This design comes from an exercise in tuning for small area, a short achievable clock period and few clock cycles on the open sky130 flow, not from production work.
In this exercise RTL edits were held to simulation tests only and were not proved equivalent to the original.
Power and IR drop assume default switching activity.

**flow/design.v**
```verilog
package cfu_mac_pkg;
  typedef enum logic [2:0] {
    OP_NOP  = 3'd0,
    OP_MAC  = 3'd1,
    OP_MACU = 3'd2,
    OP_RDL  = 3'd3,
    OP_RDH  = 3'd4,
    OP_CLR  = 3'd5,
    OP_WR   = 3'd6,
    OP_RSVD = 3'd7
  } op_e;
  typedef enum logic [1:0] {
    StIdle,
    StBusy,
    StDone
  } state_e;
  localparam int unsigned CtrlOpLsb  = 0;
  localparam int unsigned CtrlOpW    = 3;
  localparam int unsigned CtrlIdxLsb = 3;
  localparam int unsigned CtrlIdxW   = 5;
endpackage
module cfu_mac_mul_iter (
  input  logic [63:0] ws_i,      
  input  logic [3:0]  one_i,     
  input  logic [3:0]  two_i,     
  input  logic [3:0]  neg_i,     
  input  logic        e4_i,      
  input  logic [1:0]  k_i,       
  output logic [4:0][63:0] row_o
);
  for (genvar j = 0; j < 4; j++) begin : g_row
    logic [63:0] m, lo_ok, hi_ok, top, cst, nin;
    always_comb begin
      for (int i = 0; i < 64; i++) begin
        m[i]     = (one_i[j] && (i >= 2 * j) && ws_i[(i >= 2 * j) ? i - 2 * j : 0]) ||
                   (two_i[j] && (i >= 2 * j + 1) && ws_i[(i >= 2 * j + 1) ? i - 2 * j - 1 : 0]);
        lo_ok[i] = (i >= 2 * j + 8 * k_i);
        hi_ok[i] = (i <= 2 * j + 8 * k_i + ((j == 0) ? 35 : 33));
        top[i]   = (i == 2 * j + 8 * k_i + ((j == 0) ? 35 : 33));
        cst[i]   = 1'b0;
        if (j == 0) begin
          cst[i] = (i == 8 * k_i + 36) || (i == 8 * k_i + 38) || (i >= 8 * k_i + 41);
        end
        nin[i]   = 1'b0;
        if (j != 0) nin[i] = (i == 2 * j - 2 + 8 * k_i) && neg_i[j-1];
      end
    end
    assign row_o[j] = (lo_ok & hi_ok & ({64{neg_i[j]}} ^ m ^ top)) | cst | nin;
  end
  logic [63:0] m4, lo4, hi4, top4, nin4;
  always_comb begin
    for (int i = 0; i < 64; i++) begin
      m4[i]   = e4_i && (i >= 8) && ws_i[(i >= 8) ? i - 8 : 0];
      lo4[i]  = (i >= 8 + 8 * k_i);
      hi4[i]  = (i <= 40 + 8 * k_i);
      top4[i] = (i == 40 + 8 * k_i);
      nin4[i] = (i == 6 + 8 * k_i) && neg_i[3];
    end
  end
  assign row_o[4] = (lo4 & hi4 & (m4 ^ top4)) | nin4;
endmodule
module cfu_mac #(
  parameter int unsigned XLEN    = 32,
  parameter int unsigned NUM_ACC = 4,
  parameter int unsigned MUL_BPC = 4,
  parameter int unsigned CTRL_W  = 8
) (
  input  logic              clk_i,
  input  logic              rst_ni,
  input  logic              stall_i,
  input  logic              valid_i,
  input  logic [CTRL_W-1:0] cfu_ctrl_i,
  input  logic [XLEN-1:0]   src1_i,
  input  logic [XLEN-1:0]   src2_i,
  output logic              stall_o,
  output logic [XLEN-1:0]   rslt_o
);
  logic [2:0]  op;
  logic [1:0]  idx;
  logic        is_mac, sgn, is_wr, is_clr, is_rdh;
  logic [31:0] a, b;
  assign op     = cfu_ctrl_i[2:0];
  assign idx    = cfu_ctrl_i[4:3];
  assign a      = src1_i;
  assign b      = src2_i;
  assign is_mac = (op == cfu_mac_pkg::OP_MAC) || (op == cfu_mac_pkg::OP_MACU);
  assign sgn    = (op == cfu_mac_pkg::OP_MAC);
  assign is_wr  = (op == cfu_mac_pkg::OP_WR);
  assign is_clr = (op == cfu_mac_pkg::OP_CLR);
  assign is_rdh = (op == cfu_mac_pkg::OP_RDH);
  logic [3:0] fits_a, fits_b, need;
  assign fits_a[0] = 1'b0;
  assign fits_b[0] = 1'b0;
  for (genvar c = 1; c < 4; c++) begin : g_fit
    assign fits_a[c] = sgn ? ((&a[31:c*8-1]) || !(|a[31:c*8-1])) : !(|a[31:c*8]);
    assign fits_b[c] = sgn ? ((&b[31:c*8-1]) || !(|b[31:c*8-1])) : !(|b[31:c*8]);
  end
  logic       use_a;   
  logic [1:0] k_q;     
  logic       more;    
  logic       ph_q;    
  logic       pl_q;    
  logic a8, b8, a16, b16;
  assign a8    = (&a[15:8]) || !(|a[15:8]);
  assign b8    = (&b[15:8]) || !(|b[15:8]);
  assign a16   = (&a[23:16]) || !(|a[23:16]);
  assign b16   = (&b[23:16]) || !(|b[23:16]);
  assign use_a = (a8 && !b8) || (!b8 && a16 && !b16);
  assign need = use_a ? ~fits_a : ~fits_b;
  always_comb begin
    case (k_q)
      2'd0:    more = need[1];
      2'd1:    more = need[2];
      2'd2:    more = need[3];
      default: more = 1'b0;
    endcase
  end
  logic [7:0] ach, bch;
  logic [3:0] one_a, two_a, neg_a, one_b, two_b, neg_b;
  logic [3:0] one, two, neg;
  logic       e4;
  assign ach = a[k_q*8 +: 8];
  assign bch = b[k_q*8 +: 8];
  function automatic logic [11:0] booth(input logic [7:0] c);
    logic [8:0]  x;
    logic [2:0]  t;
    logic [11:0] r;
    x = {c, 1'b0};
    for (int j = 0; j < 4; j++) begin
      t = x[2*j +: 3];
      r[j]     = t[1] ^ t[0];
      r[4 + j] = (t == 3'b100) || (t == 3'b011);
      r[8 + j] = t[2];
    end
    booth = r;
  endfunction
  assign {neg_a, two_a, one_a} = booth(ach);
  assign {neg_b, two_b, one_b} = booth(bch);
  logic dig_en;
  assign dig_en = is_mac && !(ph_q && pl_q);
  assign one = dig_en ? (use_a ? one_a : one_b) : 4'b0;
  assign two = dig_en ? (use_a ? two_a : two_b) : 4'b0;
  assign neg = dig_en ? (use_a ? neg_a : neg_b) : 4'b0;
  assign e4  = dig_en && (use_a ? ach[7] : bch[7]) && !(sgn && !more);
  logic [31:0] wid;
  logic [63:0] ws;
  assign wid = use_a ? b : a;
  assign ws  = {{32{sgn && wid[31]}}, wid} << (8 * k_q);
  logic [4:0][63:0] row;
  cfu_mac_mul_iter u_mul (
    .ws_i  (ws),
    .one_i (one),
    .two_i (two),
    .neg_i (neg),
    .e4_i  (e4),
    .k_i   (k_q),
    .row_o (row)
  );
  logic [63:0]        acc_q [NUM_ACC];
  logic [NUM_ACC-1:0] z_q;
  logic [63:0]        acc_rd, xrow, sum;
  logic [63:0]        pa_q, pb_q, pc_q;
  always_comb begin
    acc_rd = '0;
    for (int i = 0; i < NUM_ACC; i++) begin
      if (idx == 2'(i) && !z_q[i]) acc_rd = acc_rd | acc_q[i];
    end
  end
  function automatic logic [127:0] csa(input logic [63:0] x, input logic [63:0] y,
                                       input logic [63:0] z);
    logic [63:0]  s, c;
    logic [127:0] r;
    s = x ^ y ^ z;
    c = ((x & y) | (x & z) | (y & z)) << 1;
    r = {c, s};
    csa = r;
  endfunction
  logic [63:0] s4, c4;
  assign {c4, s4} = csa(pa_q, pb_q, pc_q);
  assign sum  = s4 + c4;
  assign xrow = ph_q ? sum : (is_wr ? {b, a} : acc_rd);
  logic [63:0] s1, c1, s2, c2, s3, c3;
  assign {c1, s1} = csa(row[0], row[1], row[2]);
  assign {c2, s2} = csa(row[3], row[4], xrow);
  assign {c3, s3} = csa(s1, c1, s2);
  always_ff @(posedge clk_i) begin
    pa_q <= s3;
    pb_q <= c3;
    pc_q <= c2;
  end
  logic done, slow;
  assign slow    = is_mac || is_wr;
  assign done    = ph_q && pl_q;
  assign stall_o = slow && !done;
  always_comb begin
    if (ph_q && is_mac) begin
      rslt_o = sum[31:0];
    end else if (op == cfu_mac_pkg::OP_RDL || is_clr) begin
      rslt_o = acc_rd[31:0];
    end else if (is_rdh) begin
      rslt_o = acc_rd[63:32];
    end else begin
      rslt_o = '0;
    end
  end
  logic        wr_any, clr_any;
  logic [63:0] wdata;
  assign wr_any  = valid_i && !stall_i && slow && done;
  assign clr_any = valid_i && !stall_i && is_clr;
  assign wdata   = sum;
  for (genvar i = 0; i < NUM_ACC; i++) begin : g_acc
    always_ff @(posedge clk_i) begin
      if (wr_any && idx == 2'(i)) acc_q[i] <= wdata;
    end
    always_ff @(posedge clk_i or negedge rst_ni) begin
      if (!rst_ni) begin
        z_q[i] <= 1'b1;
      end else if (wr_any && idx == 2'(i)) begin
        z_q[i] <= 1'b0;
      end else if (clr_any && idx == 2'(i)) begin
        z_q[i] <= 1'b1;
      end
    end
  end
  always_ff @(posedge clk_i or negedge rst_ni) begin
    if (!rst_ni) begin
      ph_q <= 1'b0;
      pl_q <= 1'b0;
      k_q  <= '0;
    end else if (valid_i && slow && !done) begin
      ph_q <= 1'b1;
      pl_q <= !(more && is_mac);
      if (more && is_mac) k_q <= k_q + 2'd1;
    end else if (!stall_i) begin
      ph_q <= 1'b0;
      pl_q <= 1'b0;
      k_q  <= '0;
    end
  end
endmodule
```
**flow/run.sh**
```bash
#!/bin/bash
# synth_recipe.tcl (not shown) runs the flow's synth.tcl, then flattens the netlist and writes it again
# the make line also repeats each setting of config.mk as NAME=value (left out here)
make -C /OpenROAD-flow-scripts/flow DESIGN_CONFIG=/design/flow/config.mk WORK_HOME=/design/flow/orfs CLKGATE_MAP_FILE= SYNTH_SCRIPT=/design/flow/synth_recipe.tcl finish
```
**flow/config.mk**
```make
export PLATFORM = sky130hd
export DESIGN_NAME = cfu_mac
export DESIGN_NICKNAME = cfu_mac
export VERILOG_FILES = /design/flow/design.v
export SDC_FILE = /design/flow/constraint.sdc
export NUM_CORES = 4
export LEC_CHECK = 0
export CAP_MARGIN = 20
export CORE_MARGIN = 2
export CORE_UTILIZATION = 40
export SETUP_SLACK_MARGIN = 3
export SLEW_MARGIN = 20
```
**flow/constraint.sdc**
```tcl
create_clock -name core_clock -period 10.0 [get_ports {clk_i}]
set_input_delay 2.0000 -clock core_clock [delete_from_list [all_inputs] [get_ports {clk_i}]]
set_output_delay 2.0000 -clock core_clock [all_outputs]
set_load 0.01 [all_outputs]
```
==> summary.md, run 1 <==
| Metric | Value |
|---|---|
| Hold Path Depth | 2 |
| Filler cells | 7596 |
| Layout cells sized above 1 | 0.101 |
| Relative slew slack | 0.0822 |
| Initial antenna violation count | 2 |
| GRT Overall Usage | 0.286 |
| Synth area leader | edfxtp_1 |
| Register area | 11600 um^2 |
| CP startpoint kind | input port |
| Vias in the first global route | 25079 |
| Async SR Flop Fraction | 0.0178 |
| Sequential element share of the synthesized area | 0.360 |
| RSZ-0062 raised after global routing | yes |
| Post-synth EDFFs | 256 |
| Worst Clk Skew | 0.0594 ns |
| Initial core utilization | 0.402 |
| Diodes inserted | 0 |
| Clock power share | 0.159 |
| R2R Path Start | pa_q[2]$_DFF_P_ |
| Final Setup Violations | 0 |
| Die Ht | 288 um |
| CTS root buffer | clkbuf_16 |
| Via count | 26387 |
| Post-Layout Inst Area | 36200 um^2 |
| R2r setup slk | 3.58 ns |
| Setup tns final | 0 ns |
| CORE AREA | 80000 um^2 |
| Share of total power in combinational logic | 0.567 |
| Dpl hpwl | 88700 um |
| Critical Path RT | 10.51 ns |
| Maximum vdd drop | 183 uV |
| Worst-Skew Late Latency | 0.64 ns |
| Bufs on Longest Clock Path | 3 |
| Placed insts | 4111 |
| Pre-CTS setup slack | 1.95 ns |
| 1st-iter DRT viols | 3695 |
| Post-Syn Instances | 3120 |
| Avg Vias per Cell | 6.25 |
| CTS tree | done |
| Sequential fraction of design power | 0.274 |
| Die extent in x | 288 um |
| Syn nets | 3518 |
| Sw Ratio | 0.481 |
| Post-route clock period utilization | 0.709 |
| Die ar. | 82700 um^2 |
| Gpl congestion | 1.00 |
| Most used DFF post-synth | edfxtp_1 |
| Post-synthesis cell area | 32200 um^2 |
| Post-synthesis cell type count | 102 |
| Clk sinks | 449 |
| Synth Warn # | 3 |
| Critical path class | input port to flip-flop |
| Slew @ Worst Pin | 1.36 ns |
| Arrival time worst endpoint | 7.61 ns |
| Critical R2R Capture | pa_q[44]$_DFF_P_ |
| Setup ws final | 2.91 ns |
| Yosys top cell area share | 0.239 |
| Final WL | 121000 um |
| Pin count of the biggest net entering global routing | 63 |
| Syn Area/Cell | 10.3 um^2 |
| Rows | 104 |
| Max-cap check violation count | 0 |
| Nature of the critical path endpoint | flip-flop |
| Pwr per Cell Area | 331 nW/um^2 |
| Clk slew on worst S/H paths | 0.06 ns |
| DR DRC count | 0 |
| # hold bufs at CTS | 0 |
| CTS buffer count | 51 |
| CP startpoint | src2_i[19] |
| # IOs | 109 |
| Status | no timing/DRC/antenna violations |
| PortBufs | 105 |
| Register bit total from synthesis | 449 |
| Sw Pwr | 5770 uW |
| Post-Layout Cell Count | 4220 |
| Internal power | 6230 uW |
| 1st-pass router iterations | 8 |
| Min cycle time layout | 7.09 ns |
| Placed cell area | 34100 um^2 |
| First-pass GRT wire length | 174000 um |
| Hold WC Path Type | flip-flop to flip-flop |
| Hold endpoint | pl_q$_DFFE_PN0P_ |
| Layout overhead on the synthesized area | 12.5% |
| Multi-input gate area | 19400 um^2 |
| Top post-synthesis cells by area | edfxtp_1 (24%), fa_1 (14%), dfxtp_1 (12%) |
| DR WL/cell | 28.6 um |
| # nets final | 3517 |
| Endpoints failing hold | 0 |
| Lkg Pwr | 0.0140 uW |
| Max Slew Vio Count | 0 |
| Worst hold path startpoint | pl_q$_DFFE_PN0P_ |
| Reg2Reg Depth | 15 |
| Critical Path Fanout Max | 15 |
| GRT overflow | 0 |
| CTS HTree Levels | 2 |
| Min Hold Slack | 0.533 ns |
| Routed Antenna Nets | 0 |
| Fmax | 141 MHz |
## synth_stat cells, types with 110 or more instances
library cell / count
inv_1: 148
o21ai_0: 111
nand2_1: 241
fa_1: 231
nor2_1: 280
dfxtp_1: 185
xor2_1: 116
edfxtp_1: 256
o22ai_1: 110
clkbuf_1: 139
a21oi_1: 156
xnor2_1: 132
## cell type report
class	instances	share of cell area
multi-input combinational	2295	0.535
clock inverter	26	0.00795
clock buffer	68	0.0395
timing repair buffer	173	0.0454
tap	1060	0.0366
sequential	449	0.320
inverter	149	0.0154
## how the worst max path moves through the flow
stage	depth (start not counted)	endpoint	slack, ns
2_1_floorplan	5	acc_q[1][0]$_DFFE_PP_	3.84
3_3_place_gp	15	pa_q[22]$_DFF_P_	2.00
3_5_place_dp	14	pa_q[35]$_DFF_P_	1.95
4_1_cts	11	rslt_o[31]	2.93
5_1_grt	11	rslt_o[31]	2.86
6_report	14	pa_q[20]$_DFF_P_	2.91
## power by group through the flow
stage / logic [uW] / clock network (uW) / registers [uW]
floorplan: 3930 / 0 / 3260
global placement: 6330 / 0 / 3320
detailed placement: 6410 / 0 / 3320
CTS: 6480 / 1930 / 3290
global route: 7220 / 1990 / 3320
finish: 6810 / 1910 / 3290
## critical path: stages
cell	delay, ns
clkdlybuf4s50_1	0.77
or4_1	0.58
nor2_1	0.15
a221oi_2	0.10
o21ai_4	0.49
buf_4	0.39
mux2i_1	0.72
mux2i_1	0.31
a22oi_2	0.59
o22ai_1	0.20
xnor2_1	0.16
nor2_1	0.17
fa_1	0.48
fa_1	0.47
## state kept, by name, indices dropped and copies added (netlist names)
name / cells
acc_q: 256
pa_q: 64
pb_q: 63
pc_q: 58
z_q: 4
k_q: 2
ph_q: 1
pl_q: 1
## logic make-up (layout without fill, tap and decap cells)
family | count (synthesis) | in the layout | share of synthesized area
AO/OA/AOI/OAI | 884 | 885 | 0.196
AND/OR/NAND/NOR | 729 | 732 | 0.101
buffers and inverters | 380 | 416 | 0.0499
other | 1 | 1 | 0.000117
multiplexers | 107 | 107 | 0.0470
adder cells (fa/ha/maj) | 322 | 322 | 0.179
XOR/XNOR | 248 | 248 | 0.0675
flip-flops | 449 | 449 | 0.360
## layout by cell type (no fill, tap or decap), types with 90 or more instances in the layout
| cell | Yosys | layout |
|---|---|---|
| a21oi_1 | 156 | 151 |
| clkdlybuf4s50_1 | 0 | 102 |
| fa_1 | 231 | 231 |
| edfxtp_1 | 256 | 256 |
| xor2_1 | 116 | 115 |
| ha_1 | 91 | 90 |
| nand2_1 | 241 | 236 |
| o21ai_0 | 111 | 109 |
| xnor2_1 | 132 | 131 |
| dfxtp_1 | 185 | 185 |
| o22ai_1 | 110 | 110 |
| nor2_1 | 280 | 272 |
| inv_1 | 148 | 146 |
## metal layers
metal / vias up / track usage / wire length [um]
met5: - / 0 / 23
met4: 4 / 0.122 / 6350
met3: 326 / 0.0700 / 14000
met2: 1647 / 0.438 / 52400
met1: 13083 / 0.387 / 48100
li1: 11327 / - / -
## stage by stage
step	power (uW)	util
finish	12000	0.452
CTS	11700	0.451
detailed placement	9730	0.426
global route	12500	0.452
global placement	9650	0.426
floorplan	7190	-
## what timing repair did
action,in CTS,in global routing
pin swaps,3,3
gates cloned,4,0
buffers inserted,5,6
setup endpoints to repair,136,108
endpoints found under the hold margin,0,0
resized for setup,31,22
Testbench counts, summed over its fixed seeds: cycles 9,696.
==> inputs of run 2 (changes only) <==
--- a/flow/config.mk
+++ b/flow/config.mk
@@ -9,4 +9,4 @@
 export CORE_MARGIN = 2
 export CORE_UTILIZATION = 40
-export SETUP_SLACK_MARGIN = 3
+export SETUP_SLACK_MARGIN = 4.5
 export SLEW_MARGIN = 20
==> summary.md, run 2 <==
| Metric | Value |
|---|---|
| Initial core utilization | 0.402 (unchanged) |
| Gpl congestion | 1.00 (-0.23%) |
| Crit-path slowest cell | fa_1 |
| Syn nets | 3518 (unchanged) |
| Relative slew slack | 0.231 (+0.149) |
| Maximum vdd drop | 202 uV (+10%) |
| Largest Register | acc_q |
| CORE AREA | 80000 um^2 (unchanged) |
| CTS HTree Levels | 2 (unchanged) |
| Slowest stage delay, CP | 0.59 ns (-0.18 ns) |
| Setup tns final | 0 ns (unchanged) |
| DR WL/cell | 32.4 um (+13%) |
| Max reg flops | 256 (unchanged) |
| Final Util | 0.560 (+0.107) |
| Hold WC Path Type | flip-flop to flip-flop |
| Placed cell area | 34400 um^2 (+0.99%) |
| Synth area leader | edfxtp_1 |
| Post-synthesis cell type count | 102 (unchanged) |
| GRT Overall Usage | 0.324 (+0.0380) |
| Async SR Flop Fraction | 0.0178 (unchanged) |
| Bufs on Longest Clock Path | 3 (unchanged) |
| Post-route clock period utilization | 0.592 (-0.117) |
| Final Setup Violations | 0 (unchanged) |
| First-pass GRT wire length | 193000 um (+11%) |
| RSZ-0062 raised after global routing | yes |
| Status | no timing/DRC/antenna violations |
| Critical Path Fanout Max | 6 (-9) |
| Layout cells sized above 1 | 0.353 (+0.252) |
| Rows | 104 (unchanged) |
| Max-cap check violation count | 0 (unchanged) |
| Most used DFF post-synth | edfxtp_1 |
| Final WL | 150000 um (+24%) |
| Min cycle time layout | 5.92 ns (-1.17 ns) |
| Register bit total from synthesis | 449 (unchanged) |
| Die Ht | 288 um (unchanged) |
| Yosys top cell area share | 0.239 (unchanged) |
| Nature of the critical path endpoint | primary output |
| Pwr per Cell Area | 316 nW/um^2 (-4.6%) |
| Arrival time worst endpoint | 3.92 ns (-3.69 ns) |
| Via count | 30076 (+14%) |
| Syn Area/Cell | 10.3 um^2 (unchanged) |
| Avg Vias per Cell | 6.51 (+4.0%) |
| DR DRC count | 0 (unchanged) |
| Top post-synthesis cells by area | edfxtp_1 (24%), fa_1 (14%), dfxtp_1 (12%) |
| Filler cells | 6507 (-14%) |
| CP startpoint kind | flip-flop |
| Most common cell after layout, fill and taps aside | buf_4 |
| Synth Warn # | 3 (unchanged) |
| Most frequent cell after synthesis | nor2_1 |
| Post-Syn Instances | 3120 (unchanged) |
| Slew @ Worst Pin | 1.14 ns (-0.218 ns) |
| Design Power | 14200 uW (+18%) |
| Sequential element share of the synthesized area | 0.360 (unchanged) |
| PortBufs | 105 (unchanged) |
| Die extent in x | 288 um (unchanged) |
| Lkg Pwr | 0.0174 uW (+24%) |
| CTS root buffer | clkbuf_16 |
| Clk sinks | 449 (unchanged) |
| Routed Antenna Nets | 0 (unchanged) |
| Min Hold Slack | 0.576 ns (+0.0433 ns) |
| Fmax | 169 MHz (+20%) |
| Initial antenna violation count | 1 (-1) |
| Pin count of the biggest net entering global routing | 87 (+38%) |
| Commonest non-fill, non-tap cells in the layout | buf_4 (290), edfxtp_1 (256), nor2_1 (245), nand2_1 (210), fa_1 (209) |
| Top cell types by occurrence after synthesis | nor2_1 (280), edfxtp_1 (256), nand2_1 (241) |
| CTS buffer count | 49 (-3.9%) |
| Post-Layout Inst Area | 44800 um^2 (+24%) |
| Critical path class | flip-flop to primary output |
| CP Cell Sequence | fa_1 -> ha_4 -> a21o_1 -> a21o_1 -> a221oi_4 -> nand2_1 -> buf_4 -> buf_4 -> buf_4 -> buf_4 -> buf_4 -> xnor2_2 -> o21ai_2 -> buf_6 |
| GRT overflow | 0 (unchanged) |
| # nets final | 3924 (+12%) |
| 1st-iter DRT viols | 4378 (+18%) |
| # IOs | 109 (unchanged) |
| Worst-Skew Late Latency | 0.64 ns (about the same) |
| Max Slew Vio Count | 0 (unchanged) |
| Post-synth EDFFs | 256 (unchanged) |
| Dpl hpwl | 91100 um (+2.7%) |
| Layout overhead on the synthesized area | 39.2% |
| 1st-pass router iterations | 9 (+1) |
| Post-synthesis cell area | 32200 um^2 (unchanged) |
| Endpoints failing hold | 0 (unchanged) |
| CP dominant cell by count | buf_4 |
| Largest regs | acc_q (256), pa_q (64), pb_q (63) |
| Clk slew on worst S/H paths | 0.06 ns (about the same) |
| Critical Path RT | 8.00 ns (-2.51 ns) |
| CTS tree | done |
| Vias in the first global route | 26767 (+6.7%) |
| Die ar. | 82700 um^2 (unchanged) |
| Worst Clk Skew | 0.0530 ns (-0.00637 ns) |
-- run 2: through the flow --
stage / setup slack, ns / std cells
after floorplan: 3.84 / 3120
after CTS: 4.20 / 4390
after global routing: 4.07 / 4622
after detailed placement: 2.26 / 4108
final: 4.08 / 4623
after global placement: 2.25 / 4106
-- run 2: cell type report --
class,count,area [um^2],share of cell area
Tap cell,1060,1330,0.0296
Antenna cell,2,5.00,0.000112
Sequential cell,449,11600,0.259
Clock buffer,59,1280,0.0287
Clock inverter,27,352,0.00785
Timing Repair Buffer,563,6230,0.139
Multi-Input combinational cell,2314,23400,0.523
Inverter,149,567,0.0127
-- run 2: metal layers --
| metal | track usage | routed length (um) | vias to the layer above | part of all wire |
|---|---|---|---|---|
| li1 | - | - | 12211 | - |
| met1 | 0.418 | 52100 | 14644 | 0.35 |
| met2 | 0.487 | 62800 | 2471 | 0.42 |
| met3 | 0.0824 | 20500 | 750 | 0.14 |
| met4 | 0.204 | 14300 | 0 | 0.095 |
| met5 | 0 | 0 | - | 0 |
-- run 2: final timing paths --
check / start / end / slack, ns / cells after the start
max in group asynchronous: rst_ni / k_q[1]$_DFFE_PN0P_ / 7.68 / 1
max reg2reg: pa_q[15]$_DFF_P_ / pa_q[43]$_DFF_P_ / 4.27 / 14
min: pa_q[0]$_DFF_P_ / acc_q[2][0]$_DFFE_PP_ / 0.58 / 0
min reg2reg: pa_q[0]$_DFF_P_ / acc_q[2][0]$_DFFE_PP_ / 0.58 / 0
min in group asynchronous: rst_ni / ph_q$_DFFE_PN0P_ / 1.79 / 1
max: pc_q[12]$_DFF_P_ / rslt_o[15] / 4.08 / 14
-- run 2: where the power goes --
part	switching (uW)	leakage, uW	total (uW)	internal (uW)
logic	5800	0.0127	8990	3190
clock network	818	0.000796	1890	1080
registers	175	0.00393	3280	3110
-- run 2: cell families after synthesis --
kind of cell | count (synthesis) | synth area share
compound gates | 884 | 0.196
xor+xnor | 248 | 0.0675
fa+ha+maj | 322 | 0.179
buf+inv | 380 | 0.0499
flops | 449 | 0.360
mux | 107 | 0.0470
other cells | 1 | 0.000117
simple gates | 729 | 0.101
-- run 2: worst max-delay path: cells and delay by family, from the launching register on --
family	cells	cell delay, ns
compound gates	4	0.87
xor+xnor	1	0.38
fa+ha+maj	2	0.83
buf+inv	6	0.82
flops	1	0.32
simple gates	1	0.12
-- run 2: repair_timing --
action | in CTS | in global routing
buffers inserted | 172 | 206
gates cloned | 24 | 25
hold buffers | 0 | 0
resized for setup | 773 | 506
setup endpoints to repair | 219 | 152
endpoints found under the hold margin | 0 | 0
pin swaps | 160 | 273
==> inputs of run 3 (changes only) <==
--- a/flow/design.v
+++ b/flow/design.v
@@ -143,8 +143,8 @@
   assign neg = dig_en ? (use_a ? neg_a : neg_b) : 4'b0;
   assign e4  = dig_en && (use_a ? ach[7] : bch[7]) && !(sgn && !more);
-  logic [31:0] wid;
-  logic [63:0] ws;
-  assign wid = use_a ? b : a;
-  assign ws  = {{32{sgn && wid[31]}}, wid} << (8 * k_q);
+  logic [63:0] ws_a, ws_b, ws;
+  assign ws_a = {{32{sgn && a[31]}}, a} << (8 * k_q);
+  assign ws_b = {{32{sgn && b[31]}}, b} << (8 * k_q);
+  assign ws   = use_a ? ws_b : ws_a;
   logic [4:0][63:0] row;
   cfu_mac_mul_iter u_mul (
--- a/flow/config.mk
+++ b/flow/config.mk
@@ -6,7 +6,7 @@
 export NUM_CORES = 4
 export LEC_CHECK = 0
-export CAP_MARGIN = 20
+export CAP_MARGIN = 30
 export CORE_MARGIN = 2
 export CORE_UTILIZATION = 40
-export SETUP_SLACK_MARGIN = 4.5
-export SLEW_MARGIN = 20
+export SETUP_SLACK_MARGIN = 3.5
+export SLEW_MARGIN = 30
==> summary.md, run 3 <==
| Metric | Value |
|---|---|
| Max-cap check violation count | 0 (unchanged) |
| Async SR Flop Fraction | 0.0178 (unchanged) |
| DR DRC count | 0 (unchanged) |
| DR top layer | met5 |
| Pwr per Cell Area | 328 nW/um^2 (+3.9%) |
| Post-Layout Cell Count | 4261 (-7.8%) |
| Critical path class | input port to primary output |
| Post-synthesis cell type count | 98 (-3.9%) |
| Post-synthesis simple-gate area fraction | 0.0974 (-0.00317) |
| R2r setup slk | 4.46 ns (+0.19 ns) |
| Register area | 11600 um^2 (about the same) |
| Dpl hpwl | 93000 um (+2.0%) |
| Die ar. | 82200 um^2 (-0.68%) |
| Top post-synthesis cells by area | edfxtp_1 (24%), fa_1 (14%), dfxtp_1 (12%) |
| Post-Layout Inst Area | 37100 um^2 (-17%) |
| Max reg flops | 256 (unchanged) |
| Die extent in x | 287 um (-0.34%) |
| Synth Area in XOR/XNOR | 0.0575 (-0.00994) |
| Sequential element share of the synthesized area | 0.363 (+0.00251) |
| Initial core utilization | 0.405 (+0.00241) |
| Most frequent cell after synthesis | nor2_1 |
| Register bit total from synthesis | 449 (unchanged) |
| Slew @ Worst Pin | 1.04 ns (-0.104 ns) |
| Commonest non-fill, non-tap cells in the layout | edfxtp_1 (256), nor2_1 (251), fa_1 (231), nand2_1 (224), dfxtp_1 (185) |
| PortBufs | 105 (unchanged) |
| Post-Syn Instances | 3119 (-0.032%) |
| Nature of the critical path endpoint | primary output |
| Vias in the first global route | 25253 (-5.7%) |
| Multiplexer area fraction after synthesis | 0.0519 (+0.00491) |
| Largest regs | acc_q (256), pa_q (64), pb_q (63) |
| Post-route clock period utilization | 0.669 (+0.0766) |
| Most used DFF post-synth | edfxtp_1 |
| Clk sinks | 449 (unchanged) |
| Lkg Pwr | 0.0145 uW (-17%) |
| Min cycle time layout | 6.69 ns (+0.766 ns) |
| Diodes inserted | 0 (-2) |
| CTS buffer count | 48 (-2.0%) |
| Placed cell area | 34000 um^2 (-1.2%) |
| Complex-gate fraction of the synthesized area | 0.199 (+0.00340) |
| 1st-pass router iterations | 7 (-2) |
| Worst Clk Skew | 0.0207 ns (-0.0324 ns) |
| Bufs on Longest Clock Path | 3 (unchanged) |
| Reg2Reg Depth | 13 (-1) |
| DR WL/cell | 30.4 um (-6.0%) |
| Setup tns final | 0 ns (unchanged) |
| First-pass GRT wire length | 180000 um (-6.7%) |
| Gpl congestion | 1.04 (+4.2%) |
| Synth area leader | edfxtp_1 |
| Layout cells sized above 1 | 0.133 (-0.220) |
| CORE AREA | 79000 um^2 (-1.3%) |
| # IOs | 109 (unchanged) |
| # nets final | 3570 (-9.0%) |
| Layout overhead on the synthesized area | 16.2% |
| Most common cell after layout, fill and taps aside | edfxtp_1 |
| RSZ-0062 raised after global routing | yes |
| CP startpoint kind | input port |
| R2R Path Start | pa_q[20]$_DFF_P_ |
| Syn Area/Cell | 10.2 um^2 (-0.66%) |
| Pre-CTS setup slack | 2.09 ns (-0.169 ns) |
| Clk slew on worst S/H paths | 0.06 ns (about the same) |
| Yosys top cell area share | 0.241 (+0.00166) |
| Max Slew Vio Count | 0 (unchanged) |
| Routed length on met3 | 14800 um (-28%) |
| Syn nets | 3517 (-0.028%) |
| Fmax | 150 MHz (-11%) |
| Critical Path Fanout Max | 12 (+6) |
| Worst-Skew Late Latency | 0.63 ns (about the same) |
| Avg Vias per Cell | 6.35 (-2.4%) |
| Endpoints failing hold | 0 (unchanged) |
| Worst hold path startpoint | z_q[3]$_DFFE_PN1P_ |
| Largest Register | acc_q |
| CTS tree | done |
| Top cell types by occurrence after synthesis | nor2_1 (265), edfxtp_1 (256), nand2_1 (232) |
| Setup ws final | 3.31 ns (-0.766 ns) |
| Arrival time worst endpoint | 4.69 ns (+0.77 ns) |
| Pin count of the biggest net entering global routing | 75 (-14%) |
| Placed insts | 4114 (+0.15%) |
| Relative slew slack | 0.306 (+0.0746) |
| Largest family of logic cells by synthesized area | compound AO/OA/AOI/OAI gates |
| 1st-iter DRT viols | 3345 (-24%) |
| CTS HTree Levels | 2 (unchanged) |
| Final Setup Violations | 0 (unchanged) |
| Die Ht | 287 um (-0.34%) |
| Maximum vdd drop | 192 uV (-4.9%) |
| M1 WL | 50100 um (-3.9%) |
| Critical Path RT | 8.00 ns (about the same) |
| Hold Path Depth | 2 (+2) |
| Status | no timing/DRC/antenna violations |
| Routed Antenna Nets | 0 (unchanged) |
| Design Power | 12200 uW (-14%) |
| Post-synth EDFFs | 256 (unchanged) |
| CTS root buffer | clkbuf_16 |
| GRT overflow | 0 (unchanged) |
| Post-synthesis cell area | 32000 um^2 (-0.69%) |
| Final WL | 130000 um (-13%) |
| Rows | 103 (-0.96%) |
| Initial antenna violation count | 11 (+10) |
| Critical R2R Capture | pa_q[39]$_DFF_P_ |
| Filler cells | 7436 (+14%) |
| Post-synthesis adder-cell area fraction | 0.180 (+0.00125) |
| Hold WC Path Type | flip-flop to flip-flop |
| Hold endpoint | z_q[3]$_DFFE_PN1P_ |
| Multi-input gate area | 19800 um^2 (-16%) |
| Routed met2 length | 56900 um (-9.4%) |
| GRT Overall Usage | 0.302 (-0.0228) |
| Via count | 27055 (-10%) |
| Synth Warn # | 3 (unchanged) |
run 3: power breakdown:
part	internal, uW	switching, uW
clock	1020	824
combinational	2280	4770
sequential	3110	184
run 3: cells by family (layout without fill, tap and decap cells):
logic type | Yosys count | count (layout)
fa+ha+maj | 322 | 322
flops | 449 | 449
buf+inv | 388 | 475
mux | 129 | 129
other cells | 1 | 1
simple gates | 697 | 701
xor+xnor | 210 | 210
compound gates | 923 | 924
run 3: stage by stage:
stage                     utilization  hold WS (ns)
after floorplan                     -         0.482
after global placement          0.430         0.541
after detailed placement        0.431         0.543
after CTS                       0.460         0.552
after global routing            0.470         0.587
final                           0.470         0.561
run 3: worst max-delay path by stage:
stage | endpoint | startpoint | slack [ns] | depth (start not counted)
after global placement | pa_q[44]$_DFF_P_ | src1_i[21] | 2.09 | 15
after global routing | rslt_o[10] | cfu_ctrl_i[3] | 3.29 | 10
after floorplan | acc_q[1][0]$_DFFE_PP_ | cfu_ctrl_i[2] | 3.76 | 6
final | rslt_o[10] | cfu_ctrl_i[3] | 3.31 | 10
after detailed placement | pa_q[44]$_DFF_P_ | src1_i[21] | 2.09 | 15
after CTS | rslt_o[24] | cfu_ctrl_i[3] | 3.29 | 11
run 3: area by class of cell:
class	instances	area share
Clock buffer	58	0.0339
Inverter	148	0.0150
Timing Repair Buffer	238	0.0622
Clock inverter	31	0.00906
Tap cell	1050	0.0354
Multi-Input combinational cell	2287	0.532
Sequential cell	449	0.313
run 3: worst max-delay path, stage by stage:
cell	delay, ns
clkdlybuf4s15_2	0.30
inv_1	0.15
nand2_1	0.15
nor2_4	0.40
buf_12	0.22
a22o_1	0.17
a221oi_2	0.06
clkdlybuf4s18_2	0.31
o221ai_1	0.28
clkdlybuf4s50_1	0.59
run 3: repair_timing:
item                                    in CTS  in global routing
resized for setup                          107                 91
setup buffers                               17                 32
hold endpoints to repair                     0                  0
gates cloned                                 1                  8
hold buffers                                 0                  0
pin swaps                                    9                 16
endpoints found under the setup margin     155                137
run 3: layer usage:
metal | up-vias | track usage
met5 | - | 0
met2 | 1705 | 0.461
li1 | 11499 | -
met4 | 10 | 0.146
met1 | 13447 | 0.405
met3 | 394 | 0.0670
Testbench counts of run 3, summed over its fixed seeds: cycles 9,696.
==> inputs of run 4 (changes only) <==
--- a/flow/config.mk
+++ b/flow/config.mk
@@ -6,7 +6,8 @@
 export NUM_CORES = 4
 export LEC_CHECK = 0
+export ABC_AREA = 1
 export CAP_MARGIN = 30
 export CORE_MARGIN = 2
 export CORE_UTILIZATION = 40
-export SETUP_SLACK_MARGIN = 3.5
+export SETUP_SLACK_MARGIN = 4
 export SLEW_MARGIN = 30
==> summary.md, run 4 <==
| Metric | Value |
|---|---|
| Most common cell after layout, fill and taps aside | nand2_1 |
| Nature of the critical path endpoint | primary output |
| # IOs | 109 (unchanged) |
| Final Setup Violations | 0 (unchanged) |
| Multiplexer area fraction after synthesis | 0 (-0.0519) |
| Async SR Flop Fraction | 0.0178 (unchanged) |
| Crit path capture | rslt_o[15] |
| Max Slew Vio Count | 0 (unchanged) |
| Die ar. | 89600 um^2 (+9.0%) |
| Relative slew slack | 0.299 (-0.00685) |
| Synth area leader | edfxtp_1 |
| GRT overflow | 0 (unchanged) |
| Post-synthesis cell type count | 58 (-41%) |
| 1st-iter DRT viols | 4576 (+37%) |
| Reg2Reg Depth | 15 (+2) |
| Post-Layout Cell Count | 5867 (+38%) |
| Post-synthesis simple-gate area fraction | 0.275 (+0.178) |
| Vias in the first global route | 31260 (+24%) |
| RSZ-0062 raised after global routing | yes |
| Final WL | 155000 um (+20%) |
| Most frequent cell after synthesis | nand2_1 |
| Critical Path RT | 8.00 ns (about the same) |
| First-pass GRT wire length | 221000 um (+23%) |
| CTS tree | done |
| CORE AREA | 86600 um^2 (+9.6%) |
| Critical Path Fanout Max | 14 (+2) |
| 1st-pass router iterations | 7 (unchanged) |
| Layout overhead on the synthesized area | 16.5% |
| Commonest non-fill, non-tap cells in the layout | nand2_1 (1319), nand3_1 (455), inv_1 (401), nor2_1 (364), edfxtp_1 (256) |
| Post-route clock period utilization | 0.600 (-0.0681) |
| DR WL/cell | 26.5 um (-13%) |
| Min cycle time layout | 6.00 ns (-0.681 ns) |
| Largest Register | acc_q |
| CTS buffer count | 51 (+6.3%) |
| CTS HTree Levels | 2 (unchanged) |
| Status | no timing/DRC/antenna violations |
| Post-synth EDFFs | 256 (unchanged) |
| Initial antenna violation count | 4 (-7) |
| Post-synthesis cell area | 34900 um^2 (+9.1%) |
| R2R Path Start | k_q[0]$_DFFE_PN0P_ |
| Rows | 108 (+4.9%) |
| Max-cap check violation count | 0 (unchanged) |
| CP startpoint kind | input port |
| Pwr per Cell Area | 342 nW/um^2 (+4.2%) |
| Top cell types by occurrence after synthesis | nand2_1 (1332), nand3_1 (455), inv_1 (412) |
| Worst-Skew Late Latency | 0.64 ns (about the same) |
| Syn nets | 4968 (+41%) |
| Largest regs | acc_q (256), pa_q (64), pb_q (63) |
| Maximum vdd drop | 174 uV (-9.3%) |
| Met1 GRT Util | 0.472 (+0.0673) |
| Post-Syn Instances | 4570 (+47%) |
| Die extent in x | 299 um (+4.4%) |
| Hold WC Path Type | flip-flop to flip-flop |
| Complex-gate fraction of the synthesized area | 0.128 (-0.0712) |
| Yosys top cell area share | 0.220 (-0.0201) |
| Register bit total from synthesis | 449 (unchanged) |
| CTS root buffer | clkbuf_16 |
| Clk sinks | 449 (unchanged) |
| DR DRC count | 0 (unchanged) |
| Routed Antenna Nets | 0 (unchanged) |
| Bufs on Longest Clock Path | 3 (unchanged) |
| Syn Area/Cell | 7.63 um^2 (-26%) |
| Arrival time worst endpoint | 4.00 ns (-0.69 ns) |
| Largest family of logic cells by synthesized area | simple AND/OR/NAND/NOR gates |
| Most used routing layer | met2 |
| Gpl congestion | 1.04 (+0.12%) |
| Worst Clk Skew | 0.0531 ns (+0.0324 ns) |
| Slew @ Worst Pin | 1.04 ns (-0.000724 ns) |
| Avg Vias per Cell | 5.79 (-8.9%) |
| PortBufs | 105 (unchanged) |
| Max reg flops | 256 (unchanged) |
| GRT Overall Usage | 0.339 (+0.0370) |
| CP startpoint | cfu_ctrl_i[3] |
| Clk slew on worst S/H paths | 0.06 ns (about the same) |
| Placed insts | 5690 (+38%) |
| Met3 Track Usage GR | 0.0789 (+0.0118) |
| Via count | 33947 (+25%) |
| Top post-synthesis cells by area | edfxtp_1 (22%), nand2_1 (14%), fa_1 (13%) |
| Fmax | 167 MHz (+11%) |
| Die Ht | 299 um (+4.4%) |
| R2r setup slk | 5.02 ns (+0.56 ns) |
| Sequential element share of the synthesized area | 0.332 (-0.0303) |
| Pre-CTS setup slack | 2.03 ns (-0.0638 ns) |
| Setup ws final | 4.00 ns (+0.681 ns) |
| Dpl hpwl | 115000 um (+23%) |
| Pin count of the biggest net entering global routing | 80 (+6.7%) |
| # hold bufs at CTS | 0 (unchanged) |
| Synth Area in XOR/XNOR | 0.0224 (-0.0352) |
| Met2 GRT Util | 0.497 (+0.0361) |
| Post-synthesis adder-cell area fraction | 0.165 (-0.0151) |
| Synth Warn # | 3 (unchanged) |
| Critical path class | input port to primary output |
| Setup tns final | 0 ns (unchanged) |
| Endpoints failing hold | 0 (unchanged) |
| Layout cells sized above 1 | 0.102 (-0.0316) |
| Lkg Pwr | 0.0180 uW (+24%) |
| # nets final | 5067 (+42%) |
| Critical R2R Capture | pa_q[41]$_DFF_P_ |
| Most used DFF post-synth | edfxtp_1 |
| Initial core utilization | 0.403 (-0.00194) |
## run 4: changes by cell type in the layout (fill, tap and decap cells not counted), sizes merged, moves of 29 or more
cell / delta
xnor2: -109
o22ai: -166
o21ai: +157
a211oi: -29
a21oi: +41
o211ai: +31
a21o: -53
nand3: +444
nor2: +126
a22o: -64
inv: +290
mux2i: -97
dlygate4sd2: +29
nand2: +1124
## run 4: worst min path at each step
| stage | start | end | depth (start not counted) |
|---|---|---|---|
| 2_1_floorplan | pa_q[0]$_DFF_P_ | acc_q[0][0]$_DFFE_PP_ | 0 |
| 3_3_place_gp | pl_q$_DFFE_PN0P_ | pl_q$_DFFE_PN0P_ | 2 |
| 3_5_place_dp | pl_q$_DFFE_PN0P_ | pl_q$_DFFE_PN0P_ | 2 |
| 4_1_cts | pl_q$_DFFE_PN0P_ | pl_q$_DFFE_PN0P_ | 2 |
| 5_1_grt | pl_q$_DFFE_PN0P_ | pl_q$_DFFE_PN0P_ | 2 |
| 6_report | z_q[1]$_DFFE_PN1P_ | z_q[1]$_DFFE_PN1P_ | 2 |
## run 4: routing by layer
metal | vias to the layer above | share of wire
li1 | 15354 | -
met1 | 16185 | 0.41
met2 | 2056 | 0.42
met3 | 346 | 0.12
met4 | 6 | 0.055
met5 | - | 0.00017
## run 4: per-stage QoR
step / cell area, um^2 / power (uW) / util / hold WS [ns]
CTS: 40100 / 13400 / 0.463 / 0.527
global placement: 37000 / 11000 / 0.427 / 0.502
global route: 40600 / 14500 / 0.469 / 0.547
finish: 40600 / 13900 / 0.469 / 0.527
floorplan: 34900 / 7760 / - / 0.460
detailed placement: 37000 / 11100 / 0.428 / 0.518
## run 4: layout make-up
cell class,count,area [um^2]
clock buffers,68,1400
diodes,1,2.50
well taps,1155,1450
inverters,444,1730
clock inverters,27,259
repair inverters,2,17.5
multi-input cells,3468,21600
fillers,8534,46000
flip-flops and latches,449,11600
repair buffers,253,2570
## run 4: kinds of logic after synthesis
logic type	after synthesis
AOI/OAI and AO/OA	751
xor gates and xnor gates	89
adders and majority gates	322
buffers and inverters	661
DFF	449
other	1
and+or+nand+nor	2297
## run 4: report_power, final
group	leakage, uW	switching [uW]	total [uW]	internal [uW]
Clock	0.000801	803	1890	1090
Sequential	0.00393	183	3350	3170
Combinational	0.0133	6190	8660	2470
## run 4: critical path: stages
cell	delay, ns
clkbuf_4	0.19
nand2_4	0.12
nor2_4	0.05
buf_12	0.14
buf_4	0.22
nand2_1	0.08
o21ai_0	0.09
a221oi_2	0.57
o221ai_2	0.18
dlygate4sd2_1	0.33
## run 4: timing repair
action / in CTS / in global routing
cloned: 12 / 4
setup buffers: 44 / 20
pin swaps: 21 / 13
setup endpoints to repair: 205 / 135
gates resized for setup: 230 / 74
==> inputs of run 5 (changes only) <==
--- a/flow/config.mk
+++ b/flow/config.mk
@@ -6,5 +6,4 @@
 export NUM_CORES = 4
 export LEC_CHECK = 0
-export ABC_AREA = 1
 export CAP_MARGIN = 30
 export CORE_MARGIN = 2
==> summary.md, run 5 <==
| Metric | Value |
|---|---|
| Status | no timing/DRC/antenna violations |
| # nets final | 3633 (-28%) |
| Syn nets | 3517 (-29%) |
| CTS tree | done |
| Maximum vdd drop | 202 uV (+16%) |
| Initial core utilization | 0.405 (+0.00194) |
| Post-route clock period utilization | 0.606 (+0.00557) |
| Die ar. | 82200 um^2 (-8.2%) |
| DR WL/cell | 30.8 um (+16%) |
| Via count | 27565 (-19%) |
| Worst hold path startpoint | pl_q$_DFFE_PN0P_ |
| Arrival time worst endpoint | 6.54 ns (+2.54 ns) |
| GRT Overall Usage | 0.317 (-0.0212) |
| Slew @ Worst Pin | 1.10 ns (+0.0626 ns) |
| Critical path class | input port to flip-flop |
| Critical Path Fanout Max | 16 (+2) |
| Hold WC Path Type | flip-flop to flip-flop |
| 1st-iter DRT viols | 3539 (-23%) |
| Relative slew slack | 0.260 (-0.0390) |
| Sw Pwr | 5930 uW (-17%) |
| Vias in the first global route | 25981 (-17%) |
| Synth area leader | edfxtp_1 |
| Async SR Flop Fraction | 0.0178 (unchanged) |
| Syn Area/Cell | 10.2 um^2 (+34%) |
| CTS buffer count | 48 (-5.9%) |
| Register bit total from synthesis | 449 (unchanged) |
| Clk sinks | 449 (unchanged) |
| Internal power | 6680 uW (-0.69%) |
| Lkg Pwr | 0.0149 uW (-17%) |
| Die extent in x | 287 um (-4.2%) |
| Post-synth EDFFs | 256 (unchanged) |
| Pin count of the biggest net entering global routing | 75 (-6.3%) |
| Critical R2R Capture | pa_q[52]$_DFF_P_ |
| Worst-Skew Late Latency | 0.63 ns (about the same) |
| GRT overflow | 0 (unchanged) |
| CORE AREA | 79000 um^2 (-8.8%) |
| Clock power share | 0.146 (+0.010) |
| Initial antenna violation count | 6 (+2) |
| Max-cap check violation count | 0 (unchanged) |
| RSZ-0062 raised after global routing | yes |
| First-pass GRT wire length | 188000 um (-15%) |
| Bufs on Longest Clock Path | 3 (unchanged) |
| Layout cells sized above 1 | 0.184 (+0.0822) |
| Hold endpoint | pl_q$_DFFE_PN0P_ |
| Dpl hpwl | 93000 um (-19%) |
| # IOs | 109 (unchanged) |
| Avg Vias per Cell | 6.37 (+10%) |
| Sw Ratio | 0.471 (-0.0458) |
| Share of total power in combinational logic | 0.593 (-0.030) |
| Hold Path Depth | 2 (unchanged) |
| Setup tns final | 0 ns (unchanged) |
| Gpl congestion | 1.04 (-0.12%) |
| R2R Path Start | pc_q[7]$_DFF_P_ |
| Sequential element share of the synthesized area | 0.363 (+0.0303) |
| Worst Clk Skew | 0.0231 ns (-0.0299 ns) |
| Sequential fraction of design power | 0.262 (+0.021) |
| Largest regs | acc_q (256), pa_q (64), pb_q (63) |
| Max reg flops | 256 (unchanged) |
| Fmax | 165 MHz (-0.92%) |
| Clk slew on worst S/H paths | 0.06 ns (about the same) |
| 1st-pass router iterations | 6 (-1) |
| Nature of the critical path endpoint | flip-flop |
| Commonest non-fill, non-tap cells in the layout | edfxtp_1 (256), nor2_1 (246), fa_1 (231), nand2_1 (216), dfxtp_1 (185) |
| Rows | 103 (-4.6%) |
| Placed insts | 4114 (-28%) |
| Synth Warn # | 3 (unchanged) |
| PortBufs | 105 (unchanged) |
| CTS root buffer | clkbuf_16 |
| Routed Antenna Nets | 0 (unchanged) |
| CP startpoint kind | input port |
| Post-synthesis cell type count | 98 (+69%) |
| Reg2Reg Depth | 16 (+1) |
| Yosys top cell area share | 0.241 (+0.0201) |
| Largest Register | acc_q |
| Post-synthesis cell area | 32000 um^2 (-8.4%) |
| Top post-synthesis cells by area | edfxtp_1 (24%), fa_1 (14%), dfxtp_1 (12%) |
| Critical Path RT | 10.48 ns (+2.48 ns) |
| Most frequent cell after synthesis | nor2_1 |
| Endpoints failing hold | 0 (unchanged) |
| Final Setup Violations | 0 (unchanged) |
| Pwr per Cell Area | 326 nW/um^2 (-4.8%) |
| DR DRC count | 0 (unchanged) |
| Max Slew Vio Count | 0 (unchanged) |
| Post-Syn Instances | 3119 (-32%) |
| Post-Layout Cell Count | 4327 (-26%) |
| Layout overhead on the synthesized area | 21.2% |
| Most common cell after layout, fill and taps aside | edfxtp_1 |
| Min cycle time layout | 6.06 ns (+0.0557 ns) |
| Top cell types by occurrence after synthesis | nor2_1 (265), edfxtp_1 (256), nand2_1 (232) |
| CTS HTree Levels | 2 (unchanged) |
| Most used DFF post-synth | edfxtp_1 |
| R2r setup slk | 4.27 ns (-0.75 ns) |
| Final WL | 133000 um (-14%) |
| Die Ht | 287 um (-4.2%) |
-- run 5: changes by cell type after synthesis, moves of 51 or more --
cell | before | now
xnor2_1 | 11 | 120
a22o_1 | 0 | 64
inv_1 | 412 | 145
nand3_1 | 455 | 28
a21oi_1 | 207 | 156
o21ai_0 | 266 | 145
nor2_1 | 380 | 265
mux2i_1 | 0 | 83
a21o_1 | 11 | 64
o22ai_1 | 16 | 178
clkbuf_1 | 88 | 162
nand2_1 | 1332 | 232
-- run 5: power by group through the flow --
stage,Sequential (uW),Clock (uW),Combinational [uW]
finish,3300,1840,7470
global route,3330,1930,7880
CTS,3300,1860,7160
detailed placement,3340,0,6530
global placement,3330,0,6420
floorplan,3280,0,4030
-- run 5: layout make-up --
cell class	instances	area, um^2
Fill cell	7218	40300
Antenna cell	3	7.51
Sequential cell	449	11600
Clock inverter	31	337
Clock buffer	58	1260
Multi-Input combinational cell	2293	20800
Inverter	148	556
Timing Repair Buffer	295	2860
Tap cell	1050	1310
-- run 5: per-stage QoR --
stage | instance area, um^2 | hold slack [ns] | worst slack [ns] | power, uW | utilization
floorplan | 32000 | 0.482 | 3.76 | 7300 | -
global placement | 34000 | 0.541 | 2.09 | 9760 | 0.430
detailed placement | 34000 | 0.543 | 2.09 | 9860 | 0.431
CTS | 38000 | 0.552 | 3.82 | 12300 | 0.481
global route | 38700 | 0.603 | 3.95 | 13100 | 0.490
finish | 38700 | 0.560 | 3.94 | 12600 | 0.490
-- run 5: layer usage --
layer  wire [um]  global-route usage  vias to the layer above
met5          44                   0                        -
met4        8570               0.164                        6
met3       15800              0.0827                      394
met2       57900               0.477                     1826
met1       50900               0.421                    13685
li1            -                   -                    11654
-- run 5: worst max path at each step --
stage	startpoint	end	slack [ns]	depth (start not counted)
6_report	src2_i[14]	pa_q[25]$_DFF_P_	3.94	15
5_1_grt	pc_q[10]$_DFF_P_	rslt_o[19]	3.95	11
4_1_cts	cfu_ctrl_i[4]	rslt_o[17]	3.82	11
3_5_place_dp	src1_i[21]	pa_q[44]$_DFF_P_	2.09	15
3_3_place_gp	src1_i[21]	pa_q[44]$_DFF_P_	2.09	15
2_1_floorplan	cfu_ctrl_i[2]	acc_q[1][0]$_DFFE_PP_	3.76	6
-- run 5: logic make-up after synthesis --
| logic type | count (synthesis) | share of synthesized area |
|---|---|---|
| xor+xnor | 210 | 0.0575 |
| simple gates | 697 | 0.0974 |
| mux | 129 | 0.0519 |
| other cells | 1 | 0.000117 |
| fa+ha+maj | 322 | 0.180 |
| compound gates | 923 | 0.199 |
| flops | 449 | 0.363 |
| buf+inv | 388 | 0.0509 |
-- run 5: repair_timing --
item / 4_1_cts / 5_1_grt
hold buffers: 0 / 0
buffers inserted: 77 / 27
endpoints found under the setup margin: 215 / 144
gates cloned: 15 / 2
gates resized for setup: 367 / 113
pin swaps: 39 / 28
-- run 5: critical path, cell delays in order --
cell	delay (ns)
clkdlybuf4s15_1	0.58
nand4_1	0.24
or3_1	0.41
and2_1	0.24
o21ai_4	0.12
buf_12	0.25
mux2i_1	0.23
buf_4	0.22
or3_4	0.26
a2bb2oi_4	0.37
buf_4	0.22
nand2b_1	0.26
nor2_1	0.12
fa_1	0.54
fa_1	0.43
==> inputs of run 6 (changes only) <==
--- a/flow/config.mk
+++ b/flow/config.mk
@@ -8,5 +8,8 @@
 export CAP_MARGIN = 30
 export CORE_MARGIN = 2
-export CORE_UTILIZATION = 40
+export CORE_UTILIZATION = 60
+export CTS_BUF_LIST = sky130_fd_sc_hd__clkbuf_4 sky130_fd_sc_hd__clkbuf_8
+export CTS_CLUSTER_SIZE = 30
+export PLACE_DENSITY = 0.7
 export SETUP_SLACK_MARGIN = 4
 export SLEW_MARGIN = 30
==> summary.md, run 6 <==
| Metric | Value |
|---|---|
| Status | no timing/DRC/antenna violations |
| CTS tree | done |
| Yosys top cell area share | 0.241 (unchanged) |
| R2R Path Start | pa_q[11]$_DFF_P_ |
| Commonest non-fill, non-tap cells in the layout | edfxtp_1 (256), nor2_1 (252), fa_1 (230), nand2_1 (216), dfxtp_1 (183) |
| Post-route clock period utilization | 0.613 (+0.00703) |
| Share of total power in combinational logic | 0.616 (+0.023) |
| Multi-input gate area | 20900 um^2 (+0.69%) |
| Final WL | 134000 um (+0.63%) |
| Post-Layout Cell Count | 4008 (-7.4%) |
| Sequential fraction of design power | 0.255 (-0.007) |
| Nature of the critical path endpoint | flip-flop |
| Min Hold Slack | 0.580 ns (+0.0195 ns) |
| Design Power | 13000 uW (+2.8%) |
| Synth Area in XOR/XNOR | 0.0575 (unchanged) |
| Pin count of the biggest net entering global routing | 129 (+72%) |
| Die Ht | 235 um (-18%) |
| Largest Register | acc_q |
| R2r setup slk | 4.25 ns (-0.02 ns) |
| # nets final | 3653 (+0.55%) |
| Lkg Pwr | 0.0149 uW (+0.10%) |
| RSZ-0062 raised after global routing | yes |
| Critical Path RT | 10.56 ns (+0.08 ns) |
| Dpl hpwl | 90900 um (-2.3%) |
| Max-cap check violation count | 0 (unchanged) |
| Synth Warn # | 3 (unchanged) |
| Die ar. | 55100 um^2 (-33%) |
| Top post-synthesis cells by area | edfxtp_1 (24%), fa_1 (14%), dfxtp_1 (12%) |
| Worst Clk Skew | 0.0537 ns (+0.0305 ns) |
| First-pass GRT wire length | 188000 um (-0.24%) |
| Post-synthesis cell type count | 98 (unchanged) |
| Relative slew slack | 0.0648 (-0.195) |
| Rows | 84 (-18%) |
| DR DRC count | 0 (unchanged) |
| Post-synth EDFFs | 256 (unchanged) |
| CORE AREA | 52700 um^2 (-33%) |
| # hold bufs at CTS | 0 (unchanged) |
| Critical R2R Capture | pa_q[58]$_DFF_P_ |
| Hold Path Depth | 2 (unchanged) |
| Max Slew Vio Count | 0 (unchanged) |
| Setup tns final | 0 ns (unchanged) |
| Vias in the first global route | 27694 (+6.6%) |
| Arrival time worst endpoint | 6.69 ns (+0.15 ns) |
| Top cell types by occurrence after synthesis | nor2_1 (265), edfxtp_1 (256), nand2_1 (232) |
| Hold endpoint | pl_q$_DFFE_PN0P_ |
| Critical Path Fanout Max | 10 (-6) |
| Critical path class | input port to flip-flop |
| CTS HTree Levels | 3 (+1) |
| Sw Pwr | 6320 uW (+6.6%) |
| Most common cell after layout, fill and taps aside | edfxtp_1 |
| Internal power | 6630 uW (-0.64%) |
| Most used DFF post-synth | edfxtp_1 |
| Maximum vdd drop | 378 uV (+87%) |
| DR WL/cell | 33.5 um (+8.6%) |
| Avg Vias per Cell | 7.27 (+14%) |
| Syn nets | 3517 (unchanged) |
| Setup ws final | 3.87 ns (-0.0703 ns) |
| Most frequent cell after synthesis | nor2_1 |
| Largest regs | acc_q (256), pa_q (64), pb_q (63) |
| 1st-pass router iterations | 6 (unchanged) |
| Routed Antenna Nets | 0 (unchanged) |
| Hold WC Path Type | flip-flop to flip-flop |
| Reg2Reg Depth | 19 (+3) |
| Initial antenna violation count | 10 (+4) |
| Register area | 11600 um^2 (about the same) |
| Async SR Flop Fraction | 0.0178 (unchanged) |
| Worst hold path startpoint | pl_q$_DFFE_PN0P_ |
| CTS buffer count | 75 (+56%) |
| 1st-iter DRT viols | 4642 (+31%) |
| Synth area leader | edfxtp_1 |
| Slew @ Worst Pin | 1.40 ns (+0.300 ns) |
| Worst-Skew Late Latency | 0.72 ns (+0.09 ns) |
| # IOs | 109 (unchanged) |
| Fmax | 163 MHz (-1.1%) |
| GRT Overall Usage | 0.467 (+0.150) |
| Sequential element share of the synthesized area | 0.363 (unchanged) |
| PortBufs | 105 (unchanged) |
| Sw Ratio | 0.488 (+0.0175) |
| Post-synthesis cell area | 32000 um^2 (unchanged) |
| Pre-CTS setup slack | 1.99 ns (-0.104 ns) |
| Post-Syn Instances | 3119 (unchanged) |
| Initial core utilization | 0.607 (+0.202) |
| Layout cells sized above 1 | 0.197 (+0.0134) |
| GRT overflow | 0 (unchanged) |
| Max reg flops | 256 (unchanged) |
| Die extent in x | 235 um (-18%) |
| Complex-gate fraction of the synthesized area | 0.199 (unchanged) |
| Placed insts | 3745 (-9.0%) |
| Endpoints failing hold | 0 (unchanged) |
| Multiplexer area fraction after synthesis | 0.0519 (unchanged) |
| Gpl congestion | 1.05 (+1.3%) |
| CP startpoint kind | input port |
| Largest family of logic cells by synthesized area | compound AO/OA/AOI/OAI gates |
| Clk sinks | 449 (unchanged) |
| Clk slew on worst S/H paths | 0.06 ns (about the same) |
| Post-synthesis simple-gate area fraction | 0.0974 (unchanged) |
| Min cycle time layout | 6.13 ns (+0.0703 ns) |
| Filler cells | 3686 (-49%) |
| Syn Area/Cell | 10.2 um^2 (unchanged) |
| Register bit total from synthesis | 449 (unchanged) |
| Layout overhead on the synthesized area | 19.5% |
| CTS root buffer | clkbuf_8 |
| Pwr per Cell Area | 339 nW/um^2 (+4.2%) |
| Via count | 29124 (+5.7%) |
| Final Setup Violations | 0 (unchanged) |
| Clock power share | 0.129 (-0.017) |
| Post-synthesis adder-cell area fraction | 0.180 (unchanged) |
| Bufs on Longest Clock Path | 3 (unchanged) |
## run 6: cell counts after synthesis
No cell type changed its count.
## run 6: layout make-up
| type | instances | area share |
|---|---|---|
| Tap cell | 688 | 0.0225 |
| Multi-Input combinational cell | 2299 | 0.548 |
| Inverter | 148 | 0.0145 |
| Clock inverter | 31 | 0.00599 |
| Sequential cell | 449 | 0.304 |
| Clock buffer | 107 | 0.0340 |
| Antenna cell | 4 | 0.000262 |
| Timing Repair Buffer | 282 | 0.0709 |
## run 6: what timing repair did
action / CTS / global route
buffers inserted: 63 / 37
cloned: 14 / 7
pin swaps: 35 / 34
gates resized for setup: 342 / 162
setup endpoints to repair: 215 / 141
## run 6: per-layer routing
metal / up-vias / global-route usage / wire [um] / part of all wire
met2: 2654 / 0.686 / 57200 / 0.43
met5: - / 0 / 46 / 0.00034
met1: 14103 / 0.588 / 45200 / 0.34
met3: 649 / 0.143 / 19400 / 0.14
li1: 11712 / - / - / -
met4: 6 / 0.334 / 12200 / 0.091
## run 6: logic make-up (layout without fill, tap and decap cells)
family,Yosys count,count (layout)
adder cells (fa/ha/maj),322,322
AND/OR/NAND/NOR,697,705
other,1,5
multiplexers,129,134
XOR/XNOR,210,210
buffers and inverters,388,568
flip-flops,449,449
AO/OA/AOI/OAI,923,927
## run 6: worst max path at each step
| stage | start | to | slack [ns] | depth (start not counted) |
|---|---|---|---|---|
| after detailed placement | src2_i[20] | pa_q[29]$_DFF_P_ | 1.99 | 14 |
| after floorplan | cfu_ctrl_i[2] | acc_q[1][0]$_DFFE_PP_ | 3.76 | 6 |
| after global placement | src2_i[17] | pa_q[29]$_DFF_P_ | 1.92 | 14 |
| final | src1_i[8] | pa_q[9]$_DFF_P_ | 3.87 | 15 |
| after global routing | pa_q[11]$_DFF_P_ | rslt_o[19] | 3.85 | 12 |
| after CTS | cfu_ctrl_i[3] | rslt_o[1] | 3.91 | 12 |
## run 6: stage by stage
step,util,instance area [um^2]
3_3_place_gp,0.635,33500
2_1_floorplan,-,32000
3_5_place_dp,0.636,33500
4_1_cts,0.707,37200
5_1_grt,0.725,38200
6_report,0.726,38200
## run 6: worst max-delay path, stage by stage
cell	delay [ns]
dlygate4sd2_1	0.40
or4_1	0.61
nor2_2	0.18
a21oi_2	0.11
a21oi_4	0.20
buf_12	0.17
buf_12	0.14
mux2i_2	0.69
mux2i_2	0.32
buf_4	0.28
a221oi_1	0.33
a21oi_1	0.07
nor2_1	0.19
fa_1	0.47
fa_1	0.48
## run 6: power groups by stage
stage          Sequential (uW)  Clock (uW)  Combinational (uW)
5_1_grt                   3340        1760                8240
3_5_place_dp              3340           0                6530
6_report                  3300        1680                7980
4_1_cts                   3300        1680                7180
3_3_place_gp              3320           0                6330
2_1_floorplan             3280           0                4030

[what the ideal ports hide]
The flow's constraints put no driver on any port. The routed layouts listed below were extracted and timed again, unchanged, in two steps.
Step 1, drivers: a clkbuf_16 drives clk_i and a buf_2 each remaining input, both assumed.
Step 2 times the ports against the registers' clock, not the clock port: input delays grow and output delays shrink by t, the midpoint of the rising clock arrivals with the driver on.
a / b / c = no drivers / after step 1 / after step 2; a / b = the first two.
run | t (ns) | setup slack, ns | worst setup path after step 2 | latest minus earliest clock arrival (ns) | worst register clock-pin slew, ns
run 1 | 0.680 | 2.905 / 2.901 / 2.269 | input to register | 0.059 / 0.060 | 0.06 / 0.06
run 2 | 0.684 | 4.080 / 4.012 / 3.585 | input to register | 0.053 / 0.053 | 0.07 / 0.07
run 3 | 0.690 | 3.314 / 3.280 / 2.760 | input to register | 0.021 / 0.021 | 0.07 / 0.07
run 4 | 0.681 | 3.995 / 3.976 / 3.395 | input to register | 0.053 / 0.053 | 0.07 / 0.07
run 5 | 0.678 | 3.940 / 3.941 / 3.295 | input to register | 0.023 / 0.024 | 0.07 / 0.07
run 6 | 0.760 | 3.869 / 3.870 / 3.145 | input to register | 0.054 / 0.053 | 0.06 / 0.06
After both steps setup and hold are still met in every run listed. For run 6, which loses most, drivers alone change the setup slack by +0.001 ns; drivers and shift together by -0.724 ns.
